This is an optimization exercise on Yosys and OpenROAD, whose aim is small area, not a production implementation.
Function was checked by simulation only, so behaviour that the tests miss may differ from the original.
No activity file was given, so power comes from the tool's default toggle rates. No driver is modelled on the clock port, so clocking that relies on it looks cheaper here than on a real chip.

## run.sh

```bash
#!/bin/bash
# synth_recipe.tcl (not shown) runs the flow's synth.tcl, then flattens the netlist and writes it again
# the make line also repeats each setting of config.mk as NAME=value (left out here)
make -C /OpenROAD-flow-scripts/flow DESIGN_CONFIG=/design/flow/config.mk WORK_HOME=/design/flow/orfs CLKGATE_MAP_FILE= SYNTH_SCRIPT=/design/flow/synth_recipe.tcl finish
```

## config.mk

```make
export PLATFORM = sky130hd
export DESIGN_NAME = fpga_config_loader
export DESIGN_NICKNAME = fpga_config_loader
export VERILOG_FILES = /design/flow/design.v
export SDC_FILE = /design/flow/constraint.sdc
export NUM_CORES = 4
export LEC_CHECK = 0
export CAP_MARGIN = 20
export CORE_MARGIN = 2
export CORE_UTILIZATION = 40
export SLEW_MARGIN = 20
```

## constraint.sdc

```tcl
create_clock -name core_clock -period 10.0 [get_ports {clk}]
set_input_delay 2.0000 -clock core_clock [delete_from_list [all_inputs] [get_ports {clk}]]
set_output_delay 2.0000 -clock core_clock [all_outputs]
set_load 0.01 [all_outputs]
```

## design.v

```verilog
package fpga_config_loader_pkg;
    localparam int CFG_BITS = 1020;
    localparam int NBYTES   = (CFG_BITS + 7) / 8;
    localparam int CNT_W    = $clog2(NBYTES + 1);
    localparam logic [7:0] SYNC_BYTE = 8'hA5;
    localparam logic [2:0] ST_IDLE   = 3'd0;
    localparam logic [2:0] ST_LOAD   = 3'd1;
    localparam logic [2:0] ST_CHK    = 3'd2;
    localparam logic [2:0] ST_COMMIT = 3'd3;
    localparam logic [2:0] ST_ERR    = 3'd4;
    localparam int BRB_LSB      = 0;
    localparam int BRB_BITS     = 900;
    localparam int IO_BITS      = 30;
    localparam int LEFTIO_LSB   = 900;
    localparam int RIGHTIO_LSB  = 930;
    localparam int TOPIO_LSB    = 960;
    localparam int BOTTOMIO_LSB = 990;
endpackage
module fpga_config_loader_shadow_reg
(
    input  logic                clk,
    input  logic                rst_n,
    input  logic                we,
    input  logic [fpga_config_loader_pkg::CNT_W-1:0]    addr,
    input  logic [7:0]          wdata,
    output logic [fpga_config_loader_pkg::CFG_BITS-1:0] q
);
    always_ff @(posedge clk or negedge rst_n) begin
        if (!rst_n) begin
            q <= '0;
        end else if (we) begin
            for (int i = 0; i < fpga_config_loader_pkg::CFG_BITS; i++) begin
                if (addr == fpga_config_loader_pkg::CNT_W'(i / 8)) begin
                    q[i] <= wdata[i % 8];
                end
            end
        end
    end
endmodule
module fpga_config_loader
(
    input  logic                 clk,
    input  logic                 rst_n,
    input  logic [7:0]           in_data,
    input  logic                 in_valid,
    output logic                 in_ready,
    output logic [fpga_config_loader_pkg::CFG_BITS-1:0]  cfg_out,
    output logic                 cfg_valid,
    output logic                 cfg_done,
    output logic                 cfg_err,
    output logic                 busy
);
    logic [2:0]          state;
    logic [fpga_config_loader_pkg::CNT_W-1:0]    cnt;
    logic [7:0]          xsum;
    logic [fpga_config_loader_pkg::CFG_BITS-1:0] shadow;
    logic                xfer;
    logic                shadow_we;
    assign in_ready    = rst_n && (state == fpga_config_loader_pkg::ST_IDLE || state == fpga_config_loader_pkg::ST_LOAD || state == fpga_config_loader_pkg::ST_CHK);
    assign xfer        = in_valid && in_ready;
    assign shadow_we   = xfer && (state == fpga_config_loader_pkg::ST_LOAD);
    assign busy        = (state == fpga_config_loader_pkg::ST_LOAD) || (state == fpga_config_loader_pkg::ST_CHK);
    fpga_config_loader_shadow_reg u_shadow (
        .clk   (clk),
        .rst_n (rst_n),
        .we    (shadow_we),
        .addr  (cnt),
        .wdata (in_data),
        .q     (shadow)
    );
    always_ff @(posedge clk or negedge rst_n) begin
        if (!rst_n) begin
            state     <= fpga_config_loader_pkg::ST_IDLE;
            cnt       <= '0;
            xsum      <= '0;
            cfg_out   <= '0;
            cfg_valid <= 1'b0;
            cfg_done  <= 1'b0;
            cfg_err   <= 1'b0;
        end else begin
            cfg_done <= 1'b0;
            case (state)
                fpga_config_loader_pkg::ST_IDLE: begin
                    if (xfer && in_data == fpga_config_loader_pkg::SYNC_BYTE) begin
                        state   <= fpga_config_loader_pkg::ST_LOAD;
                        cnt     <= '0;
                        xsum    <= '0;
                        cfg_err <= 1'b0;
                    end
                end
                fpga_config_loader_pkg::ST_LOAD: begin
                    if (xfer) begin
                        xsum <= xsum ^ in_data;
                        if (cnt == fpga_config_loader_pkg::CNT_W'(fpga_config_loader_pkg::NBYTES - 1)) begin
                            state <= fpga_config_loader_pkg::ST_CHK;
                        end else begin
                            cnt <= cnt + 1'b1;
                        end
                    end
                end
                fpga_config_loader_pkg::ST_CHK: begin
                    if (xfer) begin
                        state <= (in_data == xsum) ? fpga_config_loader_pkg::ST_COMMIT : fpga_config_loader_pkg::ST_ERR;
                    end
                end
                fpga_config_loader_pkg::ST_COMMIT: begin
                    cfg_out   <= shadow;
                    cfg_valid <= 1'b1;
                    cfg_done  <= 1'b1;
                    state     <= fpga_config_loader_pkg::ST_IDLE;
                end
                fpga_config_loader_pkg::ST_ERR: begin
                    cfg_err <= 1'b1;
                    state   <= fpga_config_loader_pkg::ST_IDLE;
                end
                default: state <= fpga_config_loader_pkg::ST_IDLE;
            endcase
        end
    end
endmodule
```

==> metrics.cfg, run 1 <==
[layout]
fin_nets = 7764
fin_area_um2 = 99370
layout_common_cells = 3136 x nand2_1, 2062 x dfrtp_1, 1026 x clkdlybuf4s50_1
final_util = 0.5091
instances_no_fill = 10550
layout_commonest_cell = nand2_1
drive_above_1_share = 0.1947
area_growth_pct = 26.18

[sta]
final-setup-viol-count = 0
slew_violations = 0
worstMarginPinSlew_ns = 1.202
hold_slack_ns = 0.4177
fmax_mhz = 189.5
finalClockSkew_ns = 0.05876
max_slew_margin = 0.1986
min_period_ns = 5.277
finalHoldViolations = 0
fin_tns_setup_ns = 0
finalWorstSetupSlack_ns = 4.723
finalCritPeriodShare = 0.5277
grt_setup_unrepaired = no

[detailed_routing]
viasPerCell = 4.982
vias = 52580
routed_wirelength_um = 250000
first_pass_iters = 5
wl_per_cell_um = 23.68
first_iter_violations = 3776
ant_nets = 0
drc = 0

[global_routing]
met2_usage = 0.4117
grt_antenna_before_repair = 4
grtUsageTotal = 0.2467
gr-max-usage-layer = met2
grt_pass1_wl_um = 363800
met3_usage = 0.03946
grt_overflow = 0
grt_use_met1 = 0.3078
grt_pass1_vias = 53640
grt_max_degree = 238

[pwr]
p_per_area_nw_per_um2 = 174.4
power.share.combinational = 0.028
p_sw_mw = 3.930
ir_drop_mv = 0.1475
power_mw = 17.33
cell_internal_pwr_mw = 13.40
power.clock.fraction = 0.486
leakage_nw = 51.94
switching_share = 0.2267
p_seq_frac = 0.485

[placed_design]
placedCellCount = 10160
io_buffer_count = 1035
dp_slack_ns = 4.618
place_area_um2 = 91670
gp_congestion = 0.8171
hpwl_um = 159900

[yosys]
yosys.cell_types.count = 53
synth_cells = 6803
syn-num-nets = 6818
avgSynthCellArea_um2 = 11.58
syn_area_um2 = 78750
synth_seq_cells = 2062
async_flop_share = 1.000
ys_seq_area_frac = 0.6552
ys_warn_count = 2
ys_dominant_reg_cell = dfrtp_1
synth-edff-count = 0

[setup_path]
worstPathMaxFanout = 58
cp.required_ns = 8.00
worst_setup_path_end_kind = primary output
cp.arrival_ns = 3.28
crit_path_start_kind = primary input
critPathKind = in -> out

[clock_network]
htreeDepth = 4
tritoncts = built
clock_latency_ns = 0.87
ctsResizeCount = 0
cts_buffer_depth = 3
cts_buffers = 211
cts_hold_buf = 0
root_buffer = clkbuf_16
post_cts_buffers = 0
cts_sinks = 2062
cts.clk_slew.worst_paths_ns = 0.06

[die]
io_pins = 1036
die_h_um = 447.7
dieArea_um2 = 200400
die_w_um = 447.7
start_util = 0.4035
std_cell_rows = 162
core_um2 = 195200

[job]
maxCapViolCount = 0

[hold_path]
min_path_type = reg -> reg

[run_status]
outcome = complete, no violations

## synthesized netlist by cell type (2+ instances only)
| cell | number | area (um^2) |
|---|---|---|
| a211oi_1 | 2 | 15.01 |
| a21o_1 | 8 | 60.06 |
| a21oi_1 | 4 | 20.02 |
| and2_1 | 12 | 75.07 |
| and3_1 | 5 | 31.28 |
| buf_1 | 7 | 26.28 |
| buf_12 | 2 | 40.04 |
| buf_2 | 10 | 50.05 |
| buf_4 | 13 | 97.59 |
| buf_6 | 2 | 22.52 |
| clkbuf_1 | 349 | 1310 |
| dfrtp_1 | 2062 | 51600 |
| ha_1 | 4 | 50.05 |
| inv_1 | 5 | 18.77 |
| mux2_2 | 860 | 9684 |
| mux2_4 | 160 | 2402 |
| mux2i_1 | 3 | 30.03 |
| nand2_1 | 3136 | 11770 |
| nand2_2 | 22 | 137.6 |
| nand2_8 | 20 | 400.4 |
| nand2b_1 | 5 | 31.28 |
| nand3_1 | 10 | 50.05 |
| nand3b_1 | 3 | 22.52 |
| nand4_1 | 2 | 12.51 |
| nand4b_1 | 2 | 17.52 |
| nor2_1 | 6 | 22.52 |
| nor2_2 | 13 | 81.33 |
| nor2_4 | 10 | 112.6 |
| nor2b_1 | 6 | 37.54 |
| nor3_1 | 3 | 15.01 |
| nor3b_1 | 7 | 52.55 |
| nor4_1 | 3 | 18.77 |
| nor4_2 | 2 | 25.02 |
| nor4_4 | 4 | 85.08 |
| nor4bb_1 | 3 | 30.03 |
| o211a_1 | 2 | 20.02 |
| o211ai_1 | 7 | 52.55 |
| o21ai_0 | 3 | 15.01 |
| o31ai_1 | 2 | 15.01 |
| or2_2 | 3 | 18.77 |
| or3_1 | 2 | 12.51 |
| xor2_1 | 8 | 70.07 |
## flip-flops by register name, summed over array words and instances (netlist names)
signal,count
cfg_out,1020
u_shadow.q,1020
cnt,8
xsum,8
state,3
cfg_done,1
cfg_err,1
cfg_valid,1
## path summary, 6_finish.rpt
kind / start / to / slack, ns / cells past startpoint
max reg2reg: state[0]$_DFFE_PN0P_ / cfg_out[665]$_DFFE_PN0P_ / 6.07 / 7
max: rst_n / in_ready / 4.72 / 3
min: u_shadow.q[385]$_DFFE_PN0P_ / cfg_out[385]$_DFFE_PN0P_ / 0.42 / 2
max in group asynchronous: rst_n / u_shadow.q[297]$_DFFE_PN0P_ / 5.57 / 5
min in group asynchronous: rst_n / cfg_out[680]$_DFFE_PN0P_ / 1.02 / 1
min reg2reg: u_shadow.q[385]$_DFFE_PN0P_ / cfg_out[385]$_DFFE_PN0P_ / 0.42 / 2
## power by group through the flow
stage / logic (mW) / clock network (mW) / registers (mW)
2_1_floorplan: 0.143 / 0 / 8.55
3_3_place_gp: 0.507 / 0 / 8.56
3_5_place_dp: 0.511 / 0 / 8.56
4_1_cts: 0.512 / 8.59 / 8.41
5_1_grt: 0.540 / 8.94 / 8.41
6_report: 0.493 / 8.43 / 8.41
## critical path: stages
cell             delay [ns]
buf_16                 0.27
and3b_1                0.22
clkdlybuf4s50_1        0.73
## layout make-up
cell class	instances	area (um^2)
Fill cell	17130	95830
Sequential cell	2062	51600
Multi-Input combinational cell	4352	25620
Timing Repair Buffer	1116	11210
Clock buffer	307	6241
Tap cell	2624	3283
Clock inverter	84	1378
Inverter	6	30.03
Antenna cell	3	7.507
## layer usage
layer,vias to the layer above,routed length [um]
li1,23560,-
met1,27270,100500
met2,1312,124200
met3,445,11120
met4,0,14130
met5,-,0
## kinds of logic (layout without fill, tap and decap cells)
logic type                 after synthesis  in the layout  synth area share
other                                    0              3                 0
AOI/OAI and AO/OA                       35             35          0.003273
muxes                                 1023           1023            0.1539
buffers and inverters                  389           1513           0.01992
DFF                                   2062           2062            0.6552
adders and majority gates                4              4         0.0006355
and+or+nand+nor                       3282           3282            0.1662
xor gates and xnor gates                 8              8         0.0008898
==> run 2, diff against run 1 <==
==> design.v (replaced) <==
package fpga_config_loader_pkg;
    localparam int CFG_BITS = 1020;
    localparam int NBYTES   = (CFG_BITS + 7) / 8;
    localparam int CNT_W    = $clog2(NBYTES);
    localparam logic [7:0] SYNC_BYTE = 8'hA5;
    localparam int BRB_LSB      = 0;
    localparam int BRB_BITS     = 900;
    localparam int IO_BITS      = 30;
    localparam int LEFTIO_LSB   = 900;
    localparam int RIGHTIO_LSB  = 930;
    localparam int TOPIO_LSB    = 960;
    localparam int BOTTOMIO_LSB = 990;
endpackage
module fpga_config_loader_shadow_reg
(
    input  logic                clk,
    input  logic                we,
    input  logic                last,
    input  logic [7:0]          wdata,
    output logic [fpga_config_loader_pkg::CFG_BITS-1:0] q_n
);
    localparam int NB = fpga_config_loader_pkg::NBYTES;
    logic [NB*4-1:0]     lo_n;    
    logic [(NB-1)*4-1:0] hi_n;    
    always_ff @(posedge clk) begin
        if (we) begin
            lo_n <= {~wdata[3:0], lo_n[NB*4-1:4]};
        end
    end
    always_ff @(posedge clk) begin
        if (we && !last) begin
            hi_n <= {~wdata[7:4], hi_n[(NB-1)*4-1:4]};
        end
    end
    always_comb begin
        for (int b = 0; b < NB - 1; b++) begin
            q_n[8*b +: 4]     = lo_n[4*b +: 4];
            q_n[8*b + 4 +: 4] = hi_n[4*b +: 4];
        end
        q_n[8*(NB-1) +: 4] = lo_n[4*(NB-1) +: 4];
    end
endmodule
module fpga_config_loader
(
    input  logic                 clk,
    input  logic                 rst_n,
    input  logic [7:0]           in_data,
    input  logic                 in_valid,
    output logic                 in_ready,
    output logic [fpga_config_loader_pkg::CFG_BITS-1:0]  cfg_out,
    output logic                 cfg_valid,
    output logic                 cfg_done,
    output logic                 cfg_err,
    output logic                 busy
);
    localparam int CFG_BITS = fpga_config_loader_pkg::CFG_BITS;
    localparam int CNT_W    = fpga_config_loader_pkg::CNT_W;
    logic                st_load, st_chk, st_commit, st_err;
    logic [CNT_W-1:0]    cnt;
    logic [7:0]          xsum;
    logic [CFG_BITS-1:0] shadow_n;
    logic [CFG_BITS-1:0] cfg_n;      
    logic                xfer;
    logic                shadow_we;
    logic                last;
    logic                cfg_none;
    assign in_ready  = rst_n && !st_commit && !st_err;
    assign xfer      = in_valid && in_ready;
    assign shadow_we = xfer && st_load;
    assign last      = &cnt;
    assign busy      = st_load || st_chk;
    fpga_config_loader_shadow_reg u_shadow (
        .clk   (clk),
        .we    (shadow_we),
        .last  (last),
        .wdata (in_data),
        .q_n   (shadow_n)
    );
    always_ff @(posedge clk) begin
        if (st_commit) cfg_n <= shadow_n;
    end
    assign cfg_out = ~(cfg_n | {CFG_BITS{cfg_none}});
    assign cfg_valid = ~cfg_none;
    always_ff @(posedge clk or negedge rst_n) begin
        if (!rst_n) cfg_none <= 1'b1;
        else if (st_commit) cfg_none <= 1'b0;
    end
    always_ff @(posedge clk or negedge rst_n) begin
        if (!rst_n) cnt <= '0;
        else if (shadow_we) cnt <= cnt + 1'b1;
    end
    always_ff @(posedge clk) begin
        if (!busy) xsum <= '0;
        else if (shadow_we) xsum <= xsum ^ in_data;
    end
    always_ff @(posedge clk or negedge rst_n) begin
        if (!rst_n) begin
            st_load   <= 1'b0;
            st_chk    <= 1'b0;
            st_commit <= 1'b0;
            st_err    <= 1'b0;
            cfg_done  <= 1'b0;
            cfg_err   <= 1'b0;
        end else begin
            cfg_done  <= st_commit;
            st_commit <= st_chk && xfer && (in_data == xsum);
            st_err    <= st_chk && xfer && (in_data != xsum);
            if (st_err) cfg_err <= 1'b1;
            if (!st_load && !st_chk && xfer && in_data == fpga_config_loader_pkg::SYNC_BYTE) begin
                st_load <= 1'b1;
                cfg_err <= 1'b0;
            end else if (shadow_we && last) begin
                st_load <= 1'b0;
            end
            if (shadow_we && last) st_chk <= 1'b1;
            else if (xfer) st_chk <= 1'b0;
        end
    end
endmodule
==> run 2 against run 1 <==
  * Via count decreased by 39%
  * Critical path depth up 1
  * Routed wire length fell by 36%
  * Critical path type is now reg -> out
  * First-iteration DRC count is 18% lower
  * Global-route usage is 6.5 points lower
  * Synthesized area fell by 15%
  * Clock power shrank 13%
  * Sequential power grew 12%
  * Hold slack got worse by 0.0028 ns
  * Register-to-register slack worse by 0.70 ns
  * Still clean
  * Non-clock buffer count down 40
  * Highest routed layer is now met5
  * Die area fell by 15%
==> metrics.cfg, run 2 <==
[setup_path]
crit_path_start_kind = flip-flop  ; was primary input
reg2reg_from = st_commit$_DFF_PN0_  ; was state[0]$_DFFE_PN0P_
r2r_setup_slack_ns = 5.37  ; was 6.07 ns
r2r_cells = 4  ; was 7
max_stage_delay_ns = 1.11  ; was 0.73 ns
path_buf_inv = 3  ; was 2
r2r-end = cfg_n[623]$_DFFE_PP_  ; was cfg_out[665]$_DFFE_PN0P_
path_common_cell = buf_12
cp.arrival_ns = 3.84  ; was 3.28 ns
crit_slowest_cell = dfstp_4  ; was clkdlybuf4s50_1
cp.required_ns = 8.00  ; about the same
worst_setup_path_end_kind = primary output  ; unchanged
path_cells = buf_12 -> buf_12 -> nor2_1 -> clkdlybuf4s50_1  ; was buf_16 -> and3b_1 -> clkdlybuf4s50_1
crit_start = cfg_none$_DFFE_PN1P_  ; was rst_n
cp_top_family = buffers and inverters  ; unchanged
worstPathMaxFanout = 221  ; was 58
critPathKind = reg -> out  ; was in -> out

[sta]
slew_violations = 0  ; unchanged
min_period_ns = 5.840  ; was 5.277 ns
fin_tns_setup_ns = 0  ; unchanged
finalClockSkew_ns = 0.03848  ; was 0.05876 ns
finalWorstSetupSlack_ns = 4.160  ; was 4.723 ns
finalHoldViolations = 0  ; unchanged
worstMarginPinSlew_ns = 1.214  ; was 1.202 ns
final-setup-viol-count = 0  ; unchanged
fmax_mhz = 171.2  ; was 189.5 MHz
max_slew_margin = 0.1904  ; was 0.1986
grt_setup_unrepaired = no  ; unchanged
finalCritPeriodShare = 0.5840  ; was 0.5277

[pwr]
p_per_area_nw_per_um2 = 195.0  ; was 174.4 nW/um^2
p_sw_mw = 3.208  ; was 3.930 mW
switching_share = 0.1910  ; was 0.2267
cell_internal_pwr_mw = 13.58  ; was 13.40 mW
ir_drop_mv = 0.1588  ; was 0.1475 mV
leakage_nw = 27.57  ; was 51.94 nW
power.share.combinational = 0.003  ; was 0.028
p_seq_frac = 0.559  ; was 0.485
power.clock.fraction = 0.438  ; was 0.486

[clock_network]
cts_buffer_depth = 3  ; unchanged
cts_hold_buf = 0  ; unchanged
cts.clk_slew.worst_paths_ns = 0.06  ; about the same
cts_sinks = 2062  ; unchanged
ctsResizeCount = 0  ; unchanged
clock_latency_ns = 0.84  ; was 0.87 ns
cts_buffers = 199  ; was 211
htreeDepth = 4  ; unchanged
tritoncts = built  ; unchanged
post_cts_buffers = 0  ; unchanged
root_buffer = clkbuf_16  ; unchanged

[die]
io_pins = 1036  ; unchanged
die_w_um = 412.2  ; was 447.7 um
std_cell_rows = 149  ; was 162
core_um2 = 165200  ; was 195200 um^2
dieArea_um2 = 169900  ; was 200400 um^2
die_h_um = 412.2  ; was 447.7 um
start_util = 0.4036  ; was 0.4035

[yosys]
async_flop_share = 0.006790  ; was 1.000
synth-edff-count = 2040  ; was 0
ys_dominant_reg_cell = edfxtp_1  ; was dfrtp_1
synth_seq_cells = 2062  ; unchanged
synth.most_common_cell = edfxtp_1  ; was nand2_1
syn-num-nets = 3290  ; was 6818
ys_seq_area_frac = 0.9266  ; was 0.6552
yosys.cell_types.count = 31  ; was 53
syn_area_um2 = 66670  ; was 78750 um^2
yosys.area.top_type = edfxtp_1  ; was dfrtp_1
synth_cells = 3278  ; was 6803
avgSynthCellArea_um2 = 20.34  ; was 11.58 um^2
synth_top_cell_area_share = 0.9189  ; was 0.6552
synthTopCellsByArea = edfxtp_1 92%, nor2_1 5.8%, buf_2 0.56%, dfrtp_1 0.49%, dfxtp_1 0.24%  ; was dfrtp_1 66%, nand2_1 15%, mux2_2 12%, mux2_4 3.1%, clkbuf_1 1.7%
ys_warn_count = 2  ; unchanged
synth_commonest_cells = 2040 x edfxtp_1, 1022 x nor2_1, 74 x buf_2  ; was 3136 x nand2_1, 2062 x dfrtp_1, 860 x mux2_2

[layout]
layout_commonest_cell = edfxtp_1  ; was nand2_1
area_growth_pct = 29.20  ; was 26.18%
fin_area_um2 = 86130  ; was 99370 um^2
largest_registers = cfg_n x1020, u_shadow.lo_n x512, u_shadow.hi_n x508  ; was cfg_out x1020, u_shadow.q x1020
top_register = cfg_n
drive_above_1_share = 0.06882  ; was 0.1947
largest_register_ffs = 1020
final_util = 0.5215  ; was 0.5091
fin_nets = 4450  ; was 7764
layout_common_cells = 2040 x edfxtp_1, 1035 x clkdlybuf4s50_1, 1022 x nor2_1  ; was 3136 x nand2_1, 2062 x dfrtp_1, 1026 x clkdlybuf4s50_1
nFillCells = 13210  ; was 17.13k

[global_routing]
grt_pass1_wl_um = 219700  ; was 363800 um
grt_pass1_vias = 31380  ; was 53.64k
met2_usage = 0.2921  ; was 0.4117
grt_overflow = 0  ; unchanged
gr-max-usage-layer = met2  ; unchanged
grt_antenna_before_repair = 9  ; was 4
grt_max_degree = 222  ; was 238
grtUsageTotal = 0.1812  ; was 0.2467
grt_use_met1 = 0.2182  ; was 0.3078
met3_usage = 0.06687  ; was 0.03946

[detailed_routing]
first_iter_violations = 3101  ; was 3776
routed_wirelength_um = 160100  ; was 250000 um
viasPerCell = 4.696  ; was 4.982
first_pass_iters = 7  ; was 5
ant_nets = 0  ; unchanged
vias = 31930  ; was 52.58k
wl_per_cell_um = 23.55  ; was 23.68 um
drc = 0  ; unchanged

[placed_design]
dp_slack_ns = 3.853  ; was 4.618 ns
place_area_um2 = 79720  ; was 91670 um^2
io_buffer_count = 1035  ; unchanged
hpwl_um = 107800  ; was 159900 um
gp_congestion = 0.8593  ; was 0.8171

[hold_path]
min_delay_path_depth = 0  ; was 2
min-delay-start = u_shadow.lo_n[1]$_DFFE_PP_  ; was u_shadow.q[385]$_DFFE_PN0P_
min_path_type = reg -> reg  ; unchanged
holdPathEnd = cfg_n[1]$_DFFE_PP_  ; was cfg_out[385]$_DFFE_PN0P_

[job]
maxCapViolCount = 0  ; unchanged

[run_status]
outcome = complete, no violations  ; unchanged

run 2: routing by layer:
metal,up-vias,wire length [um]
li1,14390,-
met1,16110,61700
met2,1157,77360
met3,270,14400
met4,2,6626
met5,-,8
run 2: how the worst max path moves through the flow:
stage / end / depth (start not counted)
after floorplan: u_shadow.lo_n[0]$_DFFE_PP_ / 4
after CTS: cfg_out[23] / 4
after detailed placement: u_shadow.hi_n[373]$_DFFE_PP_ / 6
final: cfg_out[551] / 4
after global placement: u_shadow.hi_n[373]$_DFFE_PP_ / 6
after global routing: cfg_out[625] / 4
run 2: power by group through the flow:
stage	Clock [mW]	Combinational, mW	Sequential [mW]
floorplan	0	0.0234	9.59
global placement	0	0.0436	9.58
detailed placement	0	0.0449	9.58
CTS	7.53	0.0448	9.39
global route	7.84	0.0478	9.39
finish	7.35	0.0437	9.39
run 2: kinds of logic (layout without fill, tap and decap cells):
| group | after synthesis | in the layout | synth area share |
|---|---|---|---|
| flip-flops | 2062 | 2062 | 0.9266 |
| AND/OR/NAND/NOR | 1059 | 1059 | 0.06070 |
| buffers and inverters | 129 | 1457 | 0.008821 |
| XOR/XNOR | 14 | 14 | 0.001839 |
| multiplexers | 9 | 9 | 0.001370 |
| AO/OA/AOI/OAI | 4 | 4 | 0.0005069 |
| adder cells (fa/ha/maj) | 1 | 1 | 0.0001877 |
| other | 0 | 4 | 0 |
run 2: layout make-up:
type | instances | area [um^2] | share of cell area
Multi-Input combinational cell | 1087 | 4319 | 0.05015
Tap cell | 2189 | 2739 | 0.03180
Antenna cell | 4 | 10.01 | 0.0001162
Sequential cell | 2062 | 61780 | 0.7172
Clock inverter | 119 | 1160 | 0.01347
Clock buffer | 250 | 5244 | 0.06088
Timing Repair Buffer | 1076 | 10830 | 0.1257
Inverter | 12 | 52.55 | 0.0006101
run 2: per-stage QoR:
step | std cells | total power, mW | hold slack (ns)
final | 6799 | 16.79 | 0.4149
after global routing | 6795 | 17.28 | 0.4255
after CTS | 6795 | 16.97 | 0.4146
after detailed placement | 6426 | 9.622 | 0.4057
after global placement | 6426 | 9.620 | 0.4014
after floorplan | 3278 | 9.612 | 0.4003
==> run 3, diff against run 2 <==
==> flow/run.sh (new file) <==
#!/bin/bash
# Own layout flow: the standard flow (standard synthesis unchanged), with
# the smallest buffer on the ports and a clock tree without dummy loads.
set -euo pipefail
here=$(pwd)
bash standard.sh \
  "BUFFER_PORTS_ARGS=-buffer_cell sky130_fd_sc_hd__buf_1" \
  "CTS_ARGS=-sink_clustering_enable -repair_clock_nets -dont_use_dummy_load" \
  finish > "$here/standard_flow.log" 2>&1
==> standard.sh (new file) <==
#!/bin/bash
# synth_recipe.tcl (not shown) runs the flow's synth.tcl, then flattens the netlist and writes it again
# the make line also repeats each setting of config.mk as NAME=value (left out here)
make -C /OpenROAD-flow-scripts/flow DESIGN_CONFIG=/design/flow/config.mk WORK_HOME=/design/flow/orfs CLKGATE_MAP_FILE= SYNTH_SCRIPT=/design/flow/synth_recipe.tcl "${@:-finish}"
removed: run.sh
==> run 3 against run 2 <==
  * Die area unchanged
  * Fmax grew 4.8%
  * Register-to-register slack better by 0.55 ns
  * Global-route usage decreased by 1.1 points
  * Critical path type unchanged
  * Critical endpoint is now cfg_out[588]
  * Largest power group unchanged
==> metrics.cfg, run 3 <==
[yosys]
synth_xor_area_frac = 0.001839  ; unchanged
synthTopCellsByArea = edfxtp_1 92%, nor2_1 5.8%, buf_2 0.56%, dfrtp_1 0.49%, dfxtp_1 0.24%  ; unchanged
syn-num-nets = 3290  ; unchanged
synth_commonest_cells = 2040 x edfxtp_1, 1022 x nor2_1, 74 x buf_2  ; unchanged
ys_warn_count = 2  ; unchanged
avgSynthCellArea_um2 = 20.34  ; unchanged
syn_area_um2 = 66670  ; unchanged
ys_seq_area_frac = 0.9266  ; unchanged
yosys.area.top_type = edfxtp_1  ; unchanged
async_flop_share = 0.006790  ; unchanged
synth.most_common_cell = edfxtp_1  ; unchanged
synth-edff-count = 2040  ; unchanged
ys_dominant_reg_cell = edfxtp_1  ; unchanged
synth_cells = 3278  ; unchanged
synth_seq_cells = 2062  ; unchanged
synth_fa_ha_area_frac = 0.0001877  ; unchanged
synth_top_cell_area_share = 0.9189  ; unchanged
synthMuxAreaShare = 0.001370  ; unchanged
synth-simple-area-share = 0.06070  ; unchanged
synth_compound_area_frac = 0.0005067  ; unchanged
synth_top_family_by_area = simple AND/OR/NAND/NOR gates  ; unchanged
yosys.cell_types.count = 31  ; unchanged

[layout]
top_register = cfg_n  ; unchanged
final-seq-area_um2 = 61780  ; unchanged
fin_nets = 4440  ; was 4450
diodes = 0  ; was 4
layout_commonest_cell = edfxtp_1  ; unchanged
multi_input_area_um2 = 4319  ; unchanged
area_growth_pct = 17.18  ; was 29.20%
layout_common_cells = 2040 x edfxtp_1, 1035 x buf_1, 1022 x nor2_1  ; was 2040 x edfxtp_1, 1035 x clkdlybuf4s50_1, 1022 x nor2_1
drive_above_1_share = 0.05400  ; was 0.06882
largest_registers = cfg_n x1020, u_shadow.lo_n x512, u_shadow.hi_n x508  ; unchanged
instances_no_fill = 6615  ; was 6799
nFillCells = 14000  ; was 13.21k
final_util = 0.4729  ; was 0.5215
largest_register_ffs = 1020  ; unchanged

[clock_network]
ctsResizeCount = 0  ; unchanged
htreeDepth = 4  ; unchanged
clock_latency_ns = 0.81  ; was 0.84 ns
cts_buffers = 196  ; was 199
post_cts_buffers = 0  ; unchanged
root_buffer = clkbuf_16  ; unchanged
cts.clk_slew.worst_paths_ns = 0.06  ; about the same
cts_hold_buf = 0  ; unchanged
cts_sinks = 2062  ; unchanged
cts_buffer_depth = 3  ; unchanged
tritoncts = built  ; unchanged

[placed_design]
placedCellCount = 6418  ; was 6426
gp_congestion = 0.8729  ; was 0.8593
hpwl_um = 102900  ; was 107800 um
io_buffer_count = 1035  ; unchanged

[detailed_routing]
viasPerCell = 4.763  ; was 4.696
wl_per_cell_um = 23.00  ; was 23.55 um
vias = 31510  ; was 31.93k
routed_wirelength_um = 152100  ; was 160100 um
first_iter_violations = 3064  ; was 3101
ant_nets = 0  ; unchanged
drc = 0  ; unchanged
first_pass_iters = 5  ; was 7

[pwr]
leakage_nw = 23.69  ; was 27.57 nW
ir_drop_mv = 0.1965  ; was 0.1588 mV
p_per_area_nw_per_um2 = 200.0  ; was 195.0 nW/um^2

[die]
die_w_um = 412.2  ; unchanged
io_pins = 1036  ; unchanged
std_cell_rows = 149  ; unchanged
start_util = 0.4036  ; unchanged
core_um2 = 165200  ; unchanged
die_h_um = 412.2  ; unchanged
dieArea_um2 = 169900  ; unchanged

[hold_path]
min-delay-start = u_shadow.hi_n[450]$_DFFE_PP_  ; was u_shadow.lo_n[1]$_DFFE_PP_
min_path_type = reg -> reg  ; unchanged
min_delay_path_depth = 0  ; unchanged
holdPathEnd = cfg_n[902]$_DFFE_PP_  ; was cfg_n[1]$_DFFE_PP_

[setup_path]
max_stage_delay_ns = 0.98  ; was 1.11 ns
crit_path_start_kind = flip-flop  ; unchanged
cp.arrival_ns = 3.57  ; was 3.84 ns
path_common_cell = buf_12  ; unchanged
worst_setup_path_end_kind = primary output  ; unchanged
r2r_cells = 3  ; was 4
r2r-end = cfg_n[710]$_DFFE_PP_  ; was cfg_n[623]$_DFFE_PP_
r2r_setup_slack_ns = 5.92  ; was 5.37 ns
reg2reg_from = st_commit$_DFF_PN0_  ; unchanged
path_buf_inv = 3  ; unchanged
crit_slowest_cell = dfstp_4  ; unchanged
cp.required_ns = 8.00  ; about the same
worstPathMaxFanout = 220  ; was 221
critPathKind = reg -> out  ; unchanged
path_cells = buf_12 -> buf_12 -> nor2_1 -> buf_1  ; was buf_12 -> buf_12 -> nor2_1 -> clkdlybuf4s50_1
cp_top_family = buffers and inverters  ; unchanged

[sta]
finalHoldViolations = 0  ; unchanged
hold_slack_ns = 0.4020  ; was 0.4149 ns
finalClockSkew_ns = 0.04910  ; was 0.03848 ns
min_period_ns = 5.573  ; was 5.840 ns
max_slew_margin = 0.2432  ; was 0.1904
finalCritPeriodShare = 0.5573  ; was 0.5840
slew_violations = 0  ; unchanged
worstMarginPinSlew_ns = 1.135  ; was 1.214 ns
fin_tns_setup_ns = 0  ; unchanged
fmax_mhz = 179.5  ; was 171.2 MHz
final-setup-viol-count = 0  ; unchanged
grt_setup_unrepaired = no  ; unchanged

[run_status]
outcome = complete, no violations  ; unchanged

[global_routing]
grt_pass1_wl_um = 207200  ; was 219700 um
grt_antenna_before_repair = 7  ; was 9
grtUsageTotal = 0.1706  ; was 0.1812
grt_max_degree = 221  ; was 222
grt_overflow = 0  ; unchanged
grt_pass1_vias = 30030  ; was 31.38k

[job]
maxCapViolCount = 0  ; unchanged

==> run 3: cell counts after synthesis <==
Identical to the previous run, type by type.
==> run 3: area by class of cell <==
type                       instances  share of cell area
clock buffer                     196             0.06279
inverter                          12           0.0006727
multi-input combinational       1087             0.05529
sequential                      2062              0.7908
tap                             2189             0.03506
timing repair buffer            1069             0.05534
==> run 3: worst max-delay path by stage <==
stage / cells past startpoint / to / slack (ns) / from
after floorplan: 4 / u_shadow.lo_n[0]$_DFFE_PP_ / -5.64 / st_commit$_DFF_PN0_
after global placement: 5 / u_shadow.hi_n[92]$_DFFE_PP_ / 4.36 / rst_n
after detailed placement: 5 / u_shadow.lo_n[43]$_DFFE_PP_ / 4.41 / rst_n
after CTS: 4 / cfg_out[588] / 4.40 / cfg_none$_DFFE_PN1P_
after global routing: 4 / cfg_out[588] / 4.22 / cfg_none$_DFFE_PN1P_
final: 4 / cfg_out[588] / 4.43 / cfg_none$_DFFE_PN1P_
==> run 3: logic make-up (layout without fill, tap and decap cells) <==
family	Yosys count	in the layout
multiplexers	9	9
AND/OR/NAND/NOR	1059	1059
flip-flops	2062	2062
XOR/XNOR	14	14
adder cells (fa/ha/maj)	1	1
AO/OA/AOI/OAI	4	4
buffers and inverters	129	1277
==> run 3: power by group <==
part	internal [mW]	switching (mW)	leakage (nW)
sequential	9.39	0.00997	18.3
clock	3.41	2.77	2.42
combinational	0.00757	0.0336	3.00
total	12.8	2.81	23.7
==> run 3: through the flow <==
stage / setup slack [ns] / area, um^2 / total power [mW]
after CTS: 4.401 / 78100 / 15.78
after global placement: 4.355 / 73160 / 9.617
final: 4.427 / 78120 / 15.62
after global routing: 4.220 / 78120 / 16.07
after detailed placement: 4.412 / 73190 / 9.620
after floorplan: -5.638 / 66690 / 9.612
==> run 3: routing by layer <==
metal / global-route usage / routed length, um
met3: 0.05603 / 12550
met4: 0.06034 / 4434
met2: 0.2786 / 75020
met1: 0.2134 / 60120
met5: 0 / 13
==> run 4, diff against run 3 <==
--- a/flow/run.sh
+++ b/flow/run.sh
@@ -6,4 +6,4 @@
 bash standard.sh \
   "BUFFER_PORTS_ARGS=-buffer_cell sky130_fd_sc_hd__buf_1" \
-  "CTS_ARGS=-sink_clustering_enable -repair_clock_nets -dont_use_dummy_load" \
+  "CTS_ARGS=-sink_clustering_enable -repair_clock_nets -dont_use_dummy_load -sink_clustering_size 30 -sink_clustering_max_diameter 100" \
   finish > "$here/standard_flow.log" 2>&1
==> run 4 against run 3 <==
  * Sequential cell count did not move
  * Critical endpoint unchanged
  * Still clean
  * Synthesized area unchanged
  * Count of clock-buffer cells in the layout down 115
  * Global-route usage decreased by 0.44 points
  * Utilization is 1.8 points lower
  * Synthesized cell count stayed put
  * Critical path depth did not move
  * Routed wire length shrank 1.5%
==> metrics.cfg, run 4 <==
[run_status]
outcome = complete, no violations  ; unchanged

[detailed_routing]
drc = 0  ; unchanged
first_pass_iters = 5  ; unchanged
ant_nets = 0  ; unchanged
wl_per_cell_um = 23.05  ; was 23.00 um
viasPerCell = 4.752  ; was 4.763
vias = 30880  ; was 31.51k
routed_wirelength_um = 149800  ; was 152100 um
first_iter_violations = 3145  ; was 3064

[layout]
fin_nets = 4324  ; was 4440
layout_common_cells = 2040 x edfxtp_1, 1035 x buf_1, 1022 x nor2_1  ; unchanged
largest_register_ffs = 1020  ; unchanged
layout_commonest_cell = edfxtp_1  ; unchanged
diodes = 0  ; unchanged
largest_registers = cfg_n x1020, u_shadow.lo_n x512, u_shadow.hi_n x508  ; unchanged
nFillCells = 14310  ; was 14.00k
drive_above_1_share = 0.02854  ; was 0.05400
area_growth_pct = 12.84  ; was 17.18%
top_register = cfg_n  ; unchanged

[yosys]
ys_dominant_reg_cell = edfxtp_1  ; unchanged
async_flop_share = 0.006790  ; unchanged
ys_seq_area_frac = 0.9266  ; unchanged
syn_area_um2 = 66670  ; unchanged
ys_warn_count = 2  ; unchanged
synth_top_cell_area_share = 0.9189  ; unchanged
yosys.cell_types.count = 31  ; unchanged
yosys.area.top_type = edfxtp_1  ; unchanged
avgSynthCellArea_um2 = 20.34  ; unchanged
synth_seq_cells = 2062  ; unchanged
synth_commonest_cells = 2040 x edfxtp_1, 1022 x nor2_1, 74 x buf_2  ; unchanged
synth.most_common_cell = edfxtp_1  ; unchanged
synthTopCellsByArea = edfxtp_1 92%, nor2_1 5.8%, buf_2 0.56%, dfrtp_1 0.49%, dfxtp_1 0.24%  ; unchanged
synth_cells = 3278  ; unchanged
synth-edff-count = 2040  ; unchanged
syn-num-nets = 3290  ; unchanged

[die]
die_h_um = 412.2  ; unchanged
io_pins = 1036  ; unchanged
start_util = 0.4036  ; unchanged
die_w_um = 412.2  ; unchanged
std_cell_rows = 149  ; unchanged
dieArea_um2 = 169900  ; unchanged
core_um2 = 165200  ; unchanged

[sta]
slew_violations = 0  ; unchanged
fin_tns_setup_ns = 0  ; unchanged
grt_setup_unrepaired = no  ; unchanged
min_period_ns = 5.482  ; was 5.573 ns
hold_slack_ns = 0.3801  ; was 0.4020 ns
final-setup-viol-count = 0  ; unchanged
max_slew_margin = 0.3139  ; was 0.2432
finalHoldViolations = 0  ; unchanged
finalClockSkew_ns = 0.1017  ; was 0.04910 ns
fmax_mhz = 182.4  ; was 179.5 MHz
worstMarginPinSlew_ns = 1.029  ; was 1.135 ns
finalWorstSetupSlack_ns = 4.518  ; was 4.427 ns
finalCritPeriodShare = 0.5482  ; was 0.5573

[global_routing]
grt_max_degree = 221  ; unchanged
grt_antenna_before_repair = 7  ; unchanged
grt_pass1_wl_um = 202800  ; was 207200 um
grtUsageTotal = 0.1662  ; was 0.1706
grt_overflow = 0  ; unchanged
grt_pass1_vias = 28990  ; was 30.03k

[setup_path]
crit_path_start_kind = flip-flop  ; unchanged
r2r_setup_slack_ns = 5.94  ; was 5.92 ns
critPathKind = reg -> out  ; unchanged
worstPathMaxFanout = 220  ; unchanged
cp.arrival_ns = 3.48  ; was 3.57 ns
cp.required_ns = 8.00  ; about the same
worst_setup_path_end_kind = primary output  ; unchanged

[clock_network]
post_cts_buffers = 0  ; unchanged
htreeDepth = 3  ; was 4
cts_buffer_depth = 3  ; unchanged
clock_latency_ns = 0.71  ; was 0.81 ns
ctsResizeCount = 0  ; unchanged
cts_sinks = 2062  ; unchanged
cts_buffers = 81  ; was 196
cts_hold_buf = 0  ; unchanged
tritoncts = built  ; unchanged
root_buffer = clkbuf_16  ; unchanged
cts.clk_slew.worst_paths_ns = 0.11  ; was 0.06 ns

[pwr]
power_mw = 13.24  ; was 15.62 mW
ir_drop_mv = 0.1953  ; was 0.1965 mV
leakage_nw = 22.27  ; was 23.69 nW
p_per_area_nw_per_um2 = 176.1  ; was 200.0 nW/um^2

[placed_design]
io_buffer_count = 1035  ; unchanged
gp_congestion = 0.8729  ; unchanged
hpwl_um = 102900  ; unchanged
dp_slack_ns = 4.412  ; unchanged

[hold_path]
min_path_type = reg -> reg  ; unchanged

[job]
maxCapViolCount = 0  ; unchanged

run 4: cell types whose count changed in the layout (fill, tap and decap cells not counted), sizes merged:
cell    previous run  this run
clkbuf           196        81
buf             1069      1068
run 4: final cells by class:
cell class	instances	area, um^2	area share
Clock buffer	81	2027	0.02695
Tap cell	2189	2739	0.03641
Sequential cell	2062	61780	0.8213
Multi-Input combinational cell	1087	4319	0.05742
Timing Repair Buffer	1068	4307	0.05725
Inverter	12	52.55	0.0006986
run 4: through the flow:
stage / utilization / instances / cell area, um^2
2_1_floorplan: - / 3278 / 66690
3_3_place_gp: 0.4429 / 6417 / 73160
3_5_place_dp: 0.4431 / 6418 / 73190
4_1_cts: 0.4554 / 6499 / 75220
5_1_grt: 0.4554 / 6499 / 75220
6_report: 0.4554 / 6499 / 75220
run 4: cells by family (layout without fill, tap and decap cells):
| group | after synthesis | in the layout | synth area share |
|---|---|---|---|
| xor+xnor | 14 | 14 | 0.001839 |
| fa+ha+maj | 1 | 1 | 0.0001877 |
| compound gates | 4 | 4 | 0.0005069 |
| simple gates | 1059 | 1059 | 0.06070 |
| mux | 9 | 9 | 0.001370 |
| flops | 2062 | 2062 | 0.9266 |
| buf+inv | 129 | 1161 | 0.008821 |
run 4: path summary, 6_finish.rpt:
kind	from	endpoint	cells past startpoint
worst min-delay path	u_shadow.lo_n[21]$_DFFE_PP_	cfg_n[41]$_DFFE_PP_	0
worst max register to register	st_commit$_DFF_PN0_	cfg_n[716]$_DFFE_PP_	3
max in group asynchronous	rst_n	st_commit$_DFF_PN0_	1
worst max-delay path	cfg_none$_DFFE_PN1P_	cfg_out[588]	4
min in group asynchronous	rst_n	cfg_done$_DFF_PN0_	1
worst min register to register	u_shadow.lo_n[21]$_DFFE_PP_	cfg_n[41]$_DFFE_PP_	0
run 4: report_power, final:
group / internal, mW / total, mW / switching [mW] / leakage, nW
Clock: 1.46 / 3.82 / 2.36 / 0.998
Combinational: 0.00758 / 0.0412 / 0.0337 / 3.00
Sequential: 9.37 / 9.38 / 0.00988 / 18.3
Total: 10.8 / 13.2 / 2.40 / 22.3
run 4: routing by layer:
metal | vias up | track usage | wire length (um)
li1 | 13920 | - | -
met1 | 15740 | 0.2118 | 59730
met2 | 1055 | 0.2759 | 74140
met3 | 167 | 0.04631 | 11580
met4 | 2 | 0.05305 | 4315
met5 | - | 0 | 13
run 4: critical path, cell delays in order, from the launching register on:
cell	delay, ns
dfstp_4	1.01
buf_12	0.47
buf_12	0.55
nor2_1	0.14
buf_1	0.18
==> run 5, diff against run 4 <==
--- a/config.mk
+++ b/config.mk
@@ -8,4 +8,4 @@
 export CAP_MARGIN = 20
 export CORE_MARGIN = 2
-export CORE_UTILIZATION = 40
+export CORE_UTILIZATION = 60
 export SLEW_MARGIN = 20
==> run 5 against run 4 <==
  * Synthesized area is the same
  * Critical path depth is the same
  * Final cell count shrank 11%
  * Total power shrank 0.48%
  * Count of clock-buffer cells in the layout shrank 3
  * Fmax shrank 4.4%
  * Register-to-register slack lost 0.57 ns
  * Clock skew shrank 0.077 ns
  * Cell area shrank 1.3%
  * Critical path type unchanged
  * Critical endpoint is now cfg_out[746]
  * Largest power group unchanged
==> metrics.cfg, run 5 <==
[sta]
grt_setup_unrepaired = no  ; unchanged
worstMarginPinSlew_ns = 1.061  ; was 1.029 ns
final-setup-viol-count = 0  ; unchanged
hold_slack_ns = 0.4348  ; was 0.3801 ns
max_slew_margin = 0.2926  ; was 0.3139
finalWorstSetupSlack_ns = 4.264  ; was 4.518 ns
finalClockSkew_ns = 0.02512  ; was 0.1017 ns
min_period_ns = 5.736  ; was 5.482 ns
fmax_mhz = 174.3  ; was 182.4 MHz
finalHoldViolations = 0  ; unchanged
slew_violations = 0  ; unchanged
fin_tns_setup_ns = 0  ; unchanged
finalCritPeriodShare = 0.5736  ; was 0.5482

[layout]
largest_registers = cfg_n x1020, u_shadow.lo_n x512, u_shadow.hi_n x508  ; unchanged
nFillCells = 7633  ; was 14.31k
layout_common_cells = 2040 x edfxtp_1, 1035 x buf_1, 1022 x nor2_1  ; unchanged
top_register = cfg_n  ; unchanged
layout_commonest_cell = edfxtp_1  ; unchanged
final-seq-area_um2 = 61780  ; unchanged
largest_register_ffs = 1020  ; unchanged
multi_input_area_um2 = 4319  ; unchanged
fin_nets = 4322  ; was 4324
drive_above_1_share = 0.02809  ; was 0.02854
diodes = 0  ; unchanged
area_growth_pct = 11.37  ; was 12.84%

[detailed_routing]
routed_wirelength_um = 158100  ; was 149800 um
vias = 31210  ; was 30.88k
drc = 0  ; unchanged
viasPerCell = 5.385  ; was 4.752
wl_per_cell_um = 27.28  ; was 23.05 um
first_iter_violations = 3359  ; was 3145
ant_nets = 0  ; unchanged
first_pass_iters = 5  ; unchanged

[yosys]
synth.most_common_cell = edfxtp_1  ; unchanged
yosys.area.top_type = edfxtp_1  ; unchanged
synth_top_cell_area_share = 0.9189  ; unchanged
synthTopCellsByArea = edfxtp_1 92%, nor2_1 5.8%, buf_2 0.56%, dfrtp_1 0.49%, dfxtp_1 0.24%  ; unchanged
ys_warn_count = 2  ; unchanged
ys_dominant_reg_cell = edfxtp_1  ; unchanged
yosys.cell_types.count = 31  ; unchanged
async_flop_share = 0.006790  ; unchanged
synth_seq_cells = 2062  ; unchanged
synth_fa_ha_area_frac = 0.0001877  ; unchanged
synth_xor_area_frac = 0.001839  ; unchanged
synth-simple-area-share = 0.06070  ; unchanged
synth_commonest_cells = 2040 x edfxtp_1, 1022 x nor2_1, 74 x buf_2  ; unchanged
synth-edff-count = 2040  ; unchanged
syn_area_um2 = 66670  ; unchanged
synth_top_family_by_area = simple AND/OR/NAND/NOR gates  ; unchanged
synth_cells = 3278  ; unchanged
avgSynthCellArea_um2 = 20.34  ; unchanged
ys_seq_area_frac = 0.9266  ; unchanged
synthMuxAreaShare = 0.001370  ; unchanged
synth_compound_area_frac = 0.0005067  ; unchanged
syn-num-nets = 3290  ; unchanged

[die]
dieArea_um2 = 113800  ; was 169900 um^2
io_pins = 1036  ; unchanged
start_util = 0.6041  ; was 0.4036
std_cell_rows = 122  ; was 149
core_um2 = 110400  ; was 165200 um^2
die_w_um = 337.3  ; was 412.2 um
die_h_um = 337.3  ; was 412.2 um

[setup_path]
worst_setup_path_end_kind = primary output  ; unchanged
worstPathMaxFanout = 189  ; was 220
crit_path_start_kind = flip-flop  ; unchanged
critPathKind = reg -> out  ; unchanged
cp.required_ns = 8.00  ; about the same
cp.arrival_ns = 3.74  ; was 3.48 ns

[global_routing]
grt_overflow = 0  ; unchanged
grt_pass1_wl_um = 211100  ; was 202800 um
met2_usage = 0.4351  ; was 0.2759
grt_use_met1 = 0.3465  ; was 0.2118
met3_usage = 0.08105  ; was 0.04631
grt_max_degree = 190  ; was 221
grtUsageTotal = 0.2698  ; was 0.1662
grt_pass1_vias = 28950  ; was 28.99k
grt_antenna_before_repair = 5  ; was 7
gr-max-usage-layer = met2  ; unchanged

[clock_network]
cts_buffer_depth = 3  ; unchanged
post_cts_buffers = 0  ; unchanged
cts_buffers = 78  ; was 81
cts_sinks = 2062  ; unchanged
htreeDepth = 3  ; unchanged
root_buffer = clkbuf_16  ; unchanged
clock_latency_ns = 0.68  ; was 0.71 ns
tritoncts = built  ; unchanged
cts.clk_slew.worst_paths_ns = 0.10  ; was 0.11 ns
cts_hold_buf = 0  ; unchanged
ctsResizeCount = 0  ; unchanged

[pwr]
leakage_nw = 22.23  ; was 22.27 nW
ir_drop_mv = 0.1401  ; was 0.1953 mV
p_per_area_nw_per_um2 = 177.5  ; was 176.1 nW/um^2
power_mw = 13.18  ; was 13.24 mW

[run_status]
outcome = complete, no violations  ; unchanged

[placed_design]
io_buffer_count = 1035  ; unchanged
hpwl_um = 109900  ; was 102900 um
dp_slack_ns = 4.068  ; was 4.412 ns
gp_congestion = 0.8584  ; was 0.8729

[job]
maxCapViolCount = 0  ; unchanged

[hold_path]
min_path_type = reg -> reg  ; unchanged

[run 5: cell types whose count changed in the layout (fill, tap and decap cells not counted)]
cell,change
buf_16,+1
buf_4,+4
buf_12,-4
clkbuf_16,-3
[run 5: worst paths after layout]
kind	from	endpoint	slack (ns)	cells after the start
max	cfg_none$_DFFE_PN1P_	cfg_out[746]	4.26	4
min	u_shadow.lo_n[0]$_DFFE_PP_	cfg_n[0]$_DFFE_PP_	0.43	0
max reg2reg	st_commit$_DFF_PN0_	cfg_n[52]$_DFFE_PP_	5.37	4
min reg2reg	u_shadow.lo_n[0]$_DFFE_PP_	cfg_n[0]$_DFFE_PP_	0.43	0
max in group asynchronous	rst_n	st_commit$_DFF_PN0_	7.77	1
min in group asynchronous	rst_n	st_chk$_DFFE_PN0P_	1.49	1
[run 5: final cells by class]
| cell class | instances | area share |
|---|---|---|
| multi-input cells | 1087 | 0.05817 |
| inverters | 12 | 0.0007078 |
| well taps | 1488 | 0.02508 |
| clock buffers | 78 | 0.02629 |
| flip-flops and latches | 2062 | 0.8321 |
| repair buffers | 1069 | 0.05770 |
[run 5: cells by family after synthesis]
group	after synthesis
AO/OA/AOI/OAI	4
XOR/XNOR	14
adder cells (fa/ha/maj)	1
buffers and inverters	129
flip-flops	2062
multiplexers	9
AND/OR/NAND/NOR	1059
[run 5: worst max-delay path, stage by stage, from the launching register on]
cell and delay (ns):
dfstp_4 1.21, buf_12 0.62, buf_4 0.62, nor2_1 0.13
buf_1 0.16
[run 5: through the flow]
step / cells / util / cell area, um^2
detailed placement: 5716 / 0.6545 / 72240
global route: 5796 / 0.6728 / 74250
finish: 5796 / 0.6728 / 74250
floorplan: 3278 / - / 66690
global placement: 5716 / 0.6545 / 72240
CTS: 5794 / 0.6722 / 74190
[run 5: power by group]
part / switching (mW) / internal, mW
Combinational: 0.0324 / 0.00690
Clock: 2.34 / 1.42
Sequential: 0.00958 / 9.37
[run 5: metal layers]
layer	wire length (um)	vias to the layer above	part of all wire
met1	58890	15830	0.37
met2	77520	1244	0.49
met5	20	-	0.00013
li1	-	13930	-
met3	14690	206	0.093
met4	6973	2	0.044
==> run 6, diff against run 5 <==
--- a/config.mk
+++ b/config.mk
@@ -8,4 +8,5 @@
 export CAP_MARGIN = 20
 export CORE_MARGIN = 2
-export CORE_UTILIZATION = 60
+export CORE_UTILIZATION = 70
+export PLACE_DENSITY = 0.8
 export SLEW_MARGIN = 20
==> run 6 against run 5 <==
  * Register-to-register slack improved by 0.49 ns
  * Synthesized cell count did not move
  * Die area fell by 14%
  * Clock power fell by 1%
  * Routed wire length fell by 0.48%
  * Via count rose by 5.6%
  * Critical path type unchanged
  * Largest cell class unchanged
  * Largest power group unchanged
  * Highest routed layer unchanged
==> metrics.cfg, run 6 <==
[placed_design]
placedCellCount = 5489  ; was 5716
hpwl_um = 104600  ; was 109900 um
gp_congestion = 0.9129  ; was 0.8584
io_buffer_count = 1035  ; unchanged
place_area_um2 = 71950  ; was 72240 um^2

[sta]
max_slew_margin = 0.2397  ; was 0.2926
worstMarginPinSlew_ns = 1.141  ; was 1.061 ns
finalHoldViolations = 0  ; unchanged
finalClockSkew_ns = 0.05999  ; was 0.02512 ns
min_period_ns = 5.758  ; was 5.736 ns
finalCritPeriodShare = 0.5758  ; was 0.5736
fmax_mhz = 173.7  ; was 174.3 MHz
fin_tns_setup_ns = 0  ; unchanged
grt_setup_unrepaired = no  ; unchanged
hold_slack_ns = 0.4084  ; was 0.4348 ns
final-setup-viol-count = 0  ; unchanged
slew_violations = 0  ; unchanged

[layout]
area_growth_pct = 10.87  ; was 11.37%
largest_register_ffs = 1020  ; unchanged
fin_area_um2 = 73910  ; was 74250 um^2
nFillCells = 4611  ; was 7633
fin_nets = 4316  ; was 4322
layout_commonest_cell = edfxtp_1  ; unchanged
instances_no_fill = 5568  ; was 5796
largest_registers = cfg_n x1020, u_shadow.lo_n x512, u_shadow.hi_n x508  ; unchanged
drive_above_1_share = 0.02673  ; was 0.02809
layout_common_cells = 2040 x edfxtp_1, 1035 x buf_1, 1022 x nor2_1  ; unchanged
top_register = cfg_n  ; unchanged

[yosys]
synth_xor_area_frac = 0.001839  ; unchanged
synth_seq_cells = 2062  ; unchanged
async_flop_share = 0.006790  ; unchanged
syn-num-nets = 3290  ; unchanged
ys_seq_area_frac = 0.9266  ; unchanged
syn_area_um2 = 66670  ; unchanged
yosys.cell_types.count = 31  ; unchanged
avgSynthCellArea_um2 = 20.34  ; unchanged
synth_top_family_by_area = simple AND/OR/NAND/NOR gates  ; unchanged
yosys.area.top_type = edfxtp_1  ; unchanged
synth-simple-area-share = 0.06070  ; unchanged
ys_dominant_reg_cell = edfxtp_1  ; unchanged
synth_top_cell_area_share = 0.9189  ; unchanged
synth_compound_area_frac = 0.0005067  ; unchanged
synth.most_common_cell = edfxtp_1  ; unchanged
ys_warn_count = 2  ; unchanged
synth_cells = 3278  ; unchanged
synthMuxAreaShare = 0.001370  ; unchanged
synthTopCellsByArea = edfxtp_1 92%, nor2_1 5.8%, buf_2 0.56%, dfrtp_1 0.49%, dfxtp_1 0.24%  ; unchanged
synth_commonest_cells = 2040 x edfxtp_1, 1022 x nor2_1, 74 x buf_2  ; unchanged
synth-edff-count = 2040  ; unchanged
synth_fa_ha_area_frac = 0.0001877  ; unchanged

[die]
core_um2 = 94730  ; was 110400 um^2
dieArea_um2 = 97720  ; was 113800 um^2
die_h_um = 312.6  ; was 337.3 um
die_w_um = 312.6  ; was 337.3 um
start_util = 0.7038  ; was 0.6041
io_pins = 1036  ; unchanged
std_cell_rows = 113  ; was 122

[detailed_routing]
first_pass_iters = 7  ; was 5
routed_wirelength_um = 157300  ; was 158100 um
vias = 32960  ; was 31.21k
first_iter_violations = 4875  ; was 3359
viasPerCell = 5.920  ; was 5.385
drc = 0  ; unchanged
wl_per_cell_um = 28.26  ; was 27.28 um
ant_nets = 0  ; unchanged

[job]
maxCapViolCount = 0  ; unchanged

[clock_network]
htreeDepth = 3  ; unchanged
cts_buffer_depth = 3  ; unchanged
clock_latency_ns = 0.70  ; was 0.68 ns
cts_buffers = 78  ; unchanged
cts.clk_slew.worst_paths_ns = 0.11  ; was 0.10 ns
tritoncts = built  ; unchanged
root_buffer = clkbuf_16  ; unchanged
cts_hold_buf = 0  ; unchanged
cts_sinks = 2062  ; unchanged
post_cts_buffers = 0  ; unchanged
ctsResizeCount = 0  ; unchanged

[setup_path]
max_stage_delay_ns = 1.06  ; was 1.21 ns
crit_path_start_kind = flip-flop  ; unchanged
cp_top_family = buffers and inverters  ; unchanged
worst_setup_path_end_kind = primary output  ; unchanged
cp.required_ns = 8.00  ; about the same
path_buf_inv = 3  ; unchanged
critPathKind = reg -> out  ; unchanged
cp.arrival_ns = 3.76  ; was 3.74 ns
worstPathMaxFanout = 102  ; was 189
r2r_setup_slack_ns = 5.86  ; was 5.37 ns
path_cells = buf_4 -> buf_4 -> nor2_1 -> buf_1  ; was buf_12 -> buf_4 -> nor2_1 -> buf_1
crit_slowest_cell = dfstp_4  ; unchanged
path_common_cell = buf_4

[global_routing]
grt_pass1_vias = 31080  ; was 28.95k
grt_overflow = 0  ; unchanged
grt_antenna_before_repair = 4  ; was 5
grtUsageTotal = 0.3156  ; was 0.2698
grt_pass1_wl_um = 215400  ; was 211100 um
grt_max_degree = 198  ; was 190

[pwr]
p_per_area_nw_per_um2 = 177.7  ; was 177.5 nW/um^2
leakage_nw = 22.19  ; was 22.23 nW
power_mw = 13.13  ; was 13.18 mW
ir_drop_mv = 0.2174  ; was 0.1401 mV

[run_status]
outcome = complete, no violations  ; unchanged

[hold_path]
min_path_type = reg -> reg  ; unchanged

[run 6: cell counts after synthesis]
No cell type changed its count.
[run 6: metrics by stage]
stage	utilization	setup WS, ns
2_1_floorplan	-	-5.638
3_3_place_gp	0.7596	4.462
3_5_place_dp	0.7596	4.358
4_1_cts	0.7802	4.215
5_1_grt	0.7803	4.064
6_report	0.7803	4.242
[run 6: power by group]
part	internal, mW	switching [mW]	leakage, nW
clock	1.41	2.30	0.961
combinational	0.00716	0.0326	2.96
sequential	9.37	0.00965	18.3
[run 6: layer usage]
| layer | vias up | GRT usage | share of wire |
|---|---|---|---|
| met2 | 2350 | 0.5173 | 0.49 |
| met4 | 2 | 0.1817 | 0.067 |
| met3 | 433 | 0.07731 | 0.11 |
| met5 | - | 0 | 0.000083 |
| li1 | 13890 | - | - |
| met1 | 16290 | 0.3910 | 0.33 |
[run 6: cell families (layout without fill, tap and decap cells)]
group           after synthesis  after routing
fa+ha+maj                     1              1
simple gates               1059           1059
compound gates                4              4
other cells                   0              1
xor+xnor                     14             14
buf+inv                     129           1153
mux                           9              9
flops                      2062           2062
[run 6: final timing paths]
path | start | to | cells after the start
hold reg to reg | u_shadow.hi_n[449]$_DFFE_PP_ | u_shadow.hi_n[445]$_DFFE_PP_ | 0
hold / removal | u_shadow.hi_n[449]$_DFFE_PP_ | u_shadow.hi_n[445]$_DFFE_PP_ | 0
setup reg to reg | st_commit$_DFF_PN0_ | cfg_n[522]$_DFFE_PP_ | 3
max in group asynchronous | rst_n | st_commit$_DFF_PN0_ | 1
min in group asynchronous | rst_n | cnt[0]$_DFFE_PN0P_ | 1
setup / recovery | cfg_none$_DFFE_PN1P_ | cfg_out[284] | 4
[run 6: cell type report]
class | instances | area (um^2) | share of cell area
Tap cell | 1265 | 1583 | 0.02141
Antenna cell | 1 | 2.502 | 0.00003386
Multi-Input combinational cell | 1087 | 4319 | 0.05843
Inverter | 12 | 52.55 | 0.0007110
Timing Repair Buffer | 1063 | 4228 | 0.05720
Clock buffer | 78 | 1952 | 0.02641
Sequential cell | 2062 | 61780 | 0.8358
[run 6: worst reg2reg max path, delay by kind of cell, from the launching register on]
| family | cells | cell delay, ns |
|---|---|---|
| buffers and inverters | 3 | 2.60 |
| flip-flops | 1 | 1.12 |
==> run 7, diff against run 6 <==
--- a/config.mk
+++ b/config.mk
@@ -6,7 +6,7 @@
 export NUM_CORES = 4
 export LEC_CHECK = 0
-export CAP_MARGIN = 20
+export CAP_MARGIN = 5
 export CORE_MARGIN = 2
 export CORE_UTILIZATION = 70
 export PLACE_DENSITY = 0.8
-export SLEW_MARGIN = 20
+export SLEW_MARGIN = 5
==> run 7 against run 6 <==
  * Hold slack better by 0.0040 ns
  * Utilization hardly changed
  * Cell area is essentially flat
  * Sequential power about the same
  * Synthesized cell count stayed put
  * Final cell count stayed put
  * Count of clock-buffer cells in the layout unchanged
  * Clock skew down 0.0043 ns
  * Non-clock buffer count is the same
  * Worst setup slack got worse by 0.016 ns
  * Die area unchanged
  * Via count barely moved
  * Critical endpoint unchanged
  * Largest cell class unchanged
==> metrics.cfg, run 7 <==
[layout]
area_growth_pct = 10.86  ; was 10.87%
fin_nets = 4316  ; unchanged
nFillCells = 4612  ; was 4611
layout_common_cells = 2040 x edfxtp_1, 1035 x buf_1, 1022 x nor2_1  ; unchanged
largest_register_ffs = 1020  ; unchanged
largest_registers = cfg_n x1020, u_shadow.lo_n x512, u_shadow.hi_n x508  ; unchanged
top_register = cfg_n  ; unchanged
layout_commonest_cell = edfxtp_1  ; unchanged
final_util = 0.7802  ; was 0.7803
drive_above_1_share = 0.02673  ; unchanged

[clock_network]
post_cts_buffers = 0  ; unchanged
root_buffer = clkbuf_16  ; unchanged
ctsResizeCount = 0  ; unchanged
htreeDepth = 3  ; unchanged
cts_buffer_depth = 3  ; unchanged
cts_sinks = 2062  ; unchanged
tritoncts = built  ; unchanged
cts_buffers = 78  ; unchanged
cts_hold_buf = 0  ; unchanged
clock_latency_ns = 0.70  ; about the same
cts.clk_slew.worst_paths_ns = 0.11  ; about the same

[placed_design]
gp_congestion = 0.9129  ; unchanged
hpwl_um = 104600  ; unchanged
io_buffer_count = 1035  ; unchanged

[sta]
fmax_mhz = 173.2  ; was 173.7 MHz
finalHoldViolations = 0  ; unchanged
max_slew_margin = 0.2135  ; was 0.2397
grt_setup_unrepaired = no  ; unchanged
min_period_ns = 5.775  ; was 5.758 ns
finalCritPeriodShare = 0.5775  ; was 0.5758
finalClockSkew_ns = 0.05569  ; was 0.05999 ns
worstMarginPinSlew_ns = 1.180  ; was 1.141 ns
hold_slack_ns = 0.4124  ; was 0.4084 ns
final-setup-viol-count = 0  ; unchanged
slew_violations = 0  ; unchanged

[yosys]
synth_cells = 3278  ; unchanged
syn_area_um2 = 66670  ; unchanged
synth_commonest_cells = 2040 x edfxtp_1, 1022 x nor2_1, 74 x buf_2  ; unchanged
ys_dominant_reg_cell = edfxtp_1  ; unchanged
yosys.area.top_type = edfxtp_1  ; unchanged
synth-edff-count = 2040  ; unchanged
avgSynthCellArea_um2 = 20.34  ; unchanged
synthTopCellsByArea = edfxtp_1 92%, nor2_1 5.8%, buf_2 0.56%, dfrtp_1 0.49%, dfxtp_1 0.24%  ; unchanged
synth_seq_cells = 2062  ; unchanged
synth_top_cell_area_share = 0.9189  ; unchanged
ys_seq_area_frac = 0.9266  ; unchanged
yosys.cell_types.count = 31  ; unchanged
async_flop_share = 0.006790  ; unchanged
synth.most_common_cell = edfxtp_1  ; unchanged
ys_warn_count = 2  ; unchanged
syn-num-nets = 3290  ; unchanged

[pwr]
power_mw = 13.13  ; about the same
leakage_nw = 22.19  ; about the same
ir_drop_mv = 0.2141  ; was 0.2174 mV
p_per_area_nw_per_um2 = 177.6  ; was 177.7 nW/um^2

[detailed_routing]
first_iter_violations = 4937  ; was 4875
viasPerCell = 5.917  ; was 5.920
first_pass_iters = 6  ; was 7
vias = 32940  ; was 32.96k
wl_per_cell_um = 28.26  ; about the same
ant_nets = 0  ; unchanged
drc = 0  ; unchanged
routed_wirelength_um = 157300  ; about the same

[global_routing]
grt_overflow = 0  ; unchanged
grt_use_met1 = 0.3910  ; unchanged
grt_pass1_wl_um = 215400  ; unchanged
gr-max-usage-layer = met2  ; unchanged
grt_pass1_vias = 31080  ; unchanged
grtUsageTotal = 0.3156  ; unchanged
grt_antenna_before_repair = 4  ; unchanged
met3_usage = 0.07731  ; unchanged
grt_max_degree = 198  ; unchanged
met2_usage = 0.5173  ; unchanged

[setup_path]
r2r_cells = 3  ; unchanged
r2r_setup_slack_ns = 5.84  ; was 5.86 ns
cp.arrival_ns = 3.77  ; was 3.76 ns
worstPathMaxFanout = 102  ; unchanged
crit_start = cfg_none$_DFFE_PN1P_  ; unchanged
cp.required_ns = 8.00  ; about the same
reg2reg_from = st_commit$_DFF_PN0_  ; unchanged
crit_path_start_kind = flip-flop  ; unchanged
critPathKind = reg -> out  ; unchanged
worst_setup_path_end_kind = primary output  ; unchanged

[hold_path]
min_path_type = reg -> reg  ; unchanged
min_delay_path_depth = 0  ; unchanged
min-delay-start = u_shadow.hi_n[449]$_DFFE_PP_  ; unchanged

[die]
std_cell_rows = 113  ; unchanged
die_h_um = 312.6  ; unchanged
dieArea_um2 = 97720  ; unchanged
io_pins = 1036  ; unchanged
core_um2 = 94730  ; unchanged
start_util = 0.7038  ; unchanged
die_w_um = 312.6  ; unchanged

[run_status]
outcome = complete, no violations  ; unchanged

[job]
maxCapViolCount = 0  ; unchanged

## run 7: worst paths after layout
check	to
max	cfg_out[284]
min	u_shadow.hi_n[445]$_DFFE_PP_
max reg2reg	cfg_n[522]$_DFFE_PP_
min reg2reg	u_shadow.hi_n[445]$_DFFE_PP_
max in group asynchronous	st_commit$_DFF_PN0_
min in group asynchronous	cnt[0]$_DFFE_PN0P_
## run 7: cells by family after synthesis
group / count (synthesis) / share of synthesized area
and+or+nand+nor: 1059 / 0.06070
adders and majority gates: 1 / 0.0001877
buffers and inverters: 129 / 0.008821
DFF: 2062 / 0.9266
AOI/OAI and AO/OA: 4 / 0.0005069
muxes: 9 / 0.001370
xor gates and xnor gates: 14 / 0.001839
## run 7: worst max-delay path: stages (launching register included)
cell	delay [ns]
dfstp_4	1.07
buf_4	0.95
buf_4	0.61
nor2_1	0.15
buf_1	0.18
## run 7: through the flow
| step | instance area [um^2] | cells | TNS [ns] | worst slack [ns] |
|---|---|---|---|---|
| after floorplan | 66690 | 3278 | -4315.15 | -5.638 |
| after global placement | 71950 | 5489 | 0 | 4.462 |
| after detailed placement | 71950 | 5489 | 0 | 4.358 |
| after CTS | 73900 | 5567 | 0 | 4.215 |
| after global routing | 73900 | 5567 | 0 | 4.064 |
| final | 73910 | 5568 | 0 | 4.225 |
## run 7: per-layer routing
metal | vias up | part of all wire | wire [um]
met4 | 2 | 0.067 | 10510
met1 | 16330 | 0.34 | 52780
met3 | 438 | 0.11 | 16660
met2 | 2273 | 0.49 | 77380
li1 | 13900 | - | -
met5 | - | 0.000083 | 13
## run 7: layout make-up
class	count	area [um^2]	share of cell area
inverters	12	52.55	0.0007110
clock buffers	78	1952	0.02641
diodes	1	2.502	0.00003386
multi-input cells	1087	4319	0.05844
repair buffers	1063	4220	0.05710
well taps	1265	1583	0.02142
flip-flops and latches	2062	61780	0.8359
## run 7: power breakdown
| part | switching [mW] | internal, mW | total, mW | leakage, nW |
|---|---|---|---|---|
| clock | 2.30 | 1.41 | 3.71 | 0.961 |
| sequential | 0.00967 | 9.37 | 9.38 | 18.3 |
| combinational | 0.0326 | 0.00714 | 0.0397 | 2.96 |

Check on run 7: ideal ports give 4.225 ns setup slack; a clkbuf_16 on the clock port and buf_2 on the inputs give 4.155 ns; moving port delays by the midpoint clock arrival (0.736 ns) as well gives 4.241 ns.
